Context: an optimization exercise on an open-source flow, tuned for small area and a short achievable clock period. The choices shown serve that exercise and are no tape-out recipe.
Function was checked by simulation only, so behaviour that the tests miss may differ from the original.
Power and IR drop assume default switching activity.

// core_top
module core_top (
	input wire clk,
	input wire res,
	input wire inst_valid,
	input wire [core_pkg::xlen-1:0] inst_code,
	output logic wb_valid,
	output logic [core_pkg::reg_idx_w-1:0] wb_reg,
	output logic [core_pkg::xlen-1:0] wb_data,
	output logic wb_sat
);
Size: about 5500 cells after synthesis, ~74 I/O pins, about 65000 sq um of cells after synthesis.
clock: 11.0 ns
lec_check: 0
cap_margin: 20
core_margin: 2
core_utilization: 55
cts_buf_list: sky130_fd_sc_hd__clkbuf_16
cts_cluster_diameter: 80
cts_cluster_size: 24
place_density: 0.7
setup_slack_margin: 5
slew_margin: 20
synth_hierarchical: 1
synth_minimum_keep_size: 0
standard.sh (not shown) runs the stock make flow with config.mk's settings and CLKGATE_MAP_FILE= SYNTH_SCRIPT=/design/flow/synth_recipe.tcl, a recipe that flattens the netlist after the stock synthesis.
==> flow/flow/run.sh <==
#!/bin/bash
# Own flow: the standard layout (standard.sh, standard synthesis included)
# with a larger setup margin for the timing repair steps, so that repair works
# the design below the clock period it is built at. Nothing else changes.
set -euo pipefail
grep -q 'SETUP_SLACK_MARGIN=5' standard.sh
sed 's/SETUP_SLACK_MARGIN=5/SETUP_SLACK_MARGIN=5.5/' standard.sh > standard_margin.sh
grep -q 'SETUP_SLACK_MARGIN=5.5' standard_margin.sh
bash standard_margin.sh finish > make_finish.log 2>&1
The first run ran to the end with no violations.
Rerun with:
--- a/flow/flow/run.sh
+++ b/flow/flow/run.sh
@@ -5,5 +5,5 @@
 set -euo pipefail
 grep -q 'SETUP_SLACK_MARGIN=5' standard.sh
-sed 's/SETUP_SLACK_MARGIN=5/SETUP_SLACK_MARGIN=5.5/' standard.sh > standard_margin.sh
-grep -q 'SETUP_SLACK_MARGIN=5.5' standard_margin.sh
+sed 's/SETUP_SLACK_MARGIN=5/SETUP_SLACK_MARGIN=6.5/' standard.sh > standard_margin.sh
+grep -q 'SETUP_SLACK_MARGIN=6.5' standard_margin.sh
 bash standard_margin.sh finish > make_finish.log 2>&1
After rerunning:
- The new run finished clean
- first-iteration DRC count rose by a few percent
- core utilization is higher by 2.6 points
- global-route usage grows by 2.1 points
- setup slack improved by 450 ps
- total power climbs slightly
- cell count went up slightly
- combinational power came out higher by roughly a tenth
- non-clock buffer count is higher by 71
- synthesized area stays the same
Rerun with:
--- a/flow/flow/run.sh
+++ b/flow/flow/run.sh
@@ -5,5 +5,5 @@
 set -euo pipefail
 grep -q 'SETUP_SLACK_MARGIN=5' standard.sh
-sed 's/SETUP_SLACK_MARGIN=5/SETUP_SLACK_MARGIN=6.5/' standard.sh > standard_margin.sh
-grep -q 'SETUP_SLACK_MARGIN=6.5' standard_margin.sh
+sed 's/SETUP_SLACK_MARGIN=5/SETUP_SLACK_MARGIN=6/' standard.sh > standard_margin.sh
+grep -q 'SETUP_SLACK_MARGIN=6' standard_margin.sh
 bash standard_margin.sh finish > make_finish.log 2>&1
After rerunning: The new run ran to the end with no violations. Clock power hardly moves. Global-route usage is lower by 1.9 points. Critical path depth grows by 2. Power is about the same.


core_top, a different RTL version from the one above (not shown whole).
Size: roughly 4900 cells after synthesis, about 1100 flip-flops.
make LEC_CHECK=0 CAP_MARGIN=20 CORE_MARGIN=2 CORE_UTILIZATION=55 CTS_BUF_LIST=sky130_fd_sc_hd__clkbuf_16 CTS_CLUSTER_DIAMETER=80 CTS_CLUSTER_SIZE=24 PLACE_DENSITY=0.7 SETUP_SLACK_MARGIN=5 SLEW_MARGIN=20 SYNTH_HIERARCHICAL=1 SYNTH_MINIMUM_KEEP_SIZE=0 finish   # period 11.0 ns
run.sh (not shown) runs the stock make flow with config.mk's settings and CLKGATE_MAP_FILE= SYNTH_SCRIPT=/design/flow/synth_recipe.tcl, a recipe that flattens the netlist after the stock synthesis.
Stock flow here: none of the scripts above is used.
Then changed:
- CORE_UTILIZATION: 55 -> 45
- PLACE_DENSITY: 0.7 -> 0.6
Outcome:
- The changed run passed the timing, DRC and antenna checks
- sequential cell count is unchanged
- routed wire length rose by 8.7%
- design area rose by 1.1%
- worst setup slack degrades by 120 ps

what the ideal ports hide:
The flow's constraints put no driver on any port. The routed layouts listed below were extracted and timed again, unchanged, in two steps.
Step 1 (the two cells are an assumption about what drives the block):
set clk [get_ports {clk}]
set_driving_cell -lib_cell sky130_fd_sc_hd__clkbuf_16 $clk
set_driving_cell -lib_cell sky130_fd_sc_hd__buf_2 [delete_from_list [all_inputs] $clk]
Step 2 adds t to the input delays and takes it off the output delays; t is the mean of the earliest and latest rising clock arrival at the registers after step 1. Input paths then give back, and output paths get back, about the clock's delay inside the block.
Three values: ideal, step 1, step 2; two values: the first two.
run | shift t [ns] | slack for setup (ns) | worst setup path after step 2 | latest minus earliest clock arrival (ns) | pins driven straight from the clock port
the first run of note 1 | 0.765 | 5.468 / 5.517 / 4.752 | input to register | 0.036 / 0.036 | 1
the second run of note 1 | 0.767 | 5.919 / 5.919 / 5.204 | input to register | 0.055 / 0.054 | 1
the third run of note 1 | 0.762 | 5.823 / 5.823 / 5.134 | input to register | 0.036 / 0.037 | 1
the first run of note 2 | 0.751 | 5.213 / 5.239 / 4.504 | input to register | 0.030 / 0.030 | 1
the second run of note 2 | 0.790 | 5.095 / 5.145 / 4.355 | input to register | 0.079 / 0.079 | 1
After both steps setup and hold are still met in every run listed. For the second run of note 2, which loses most, drivers alone change the setup slack by +0.050 ns; drivers and shift together by -0.740 ns.
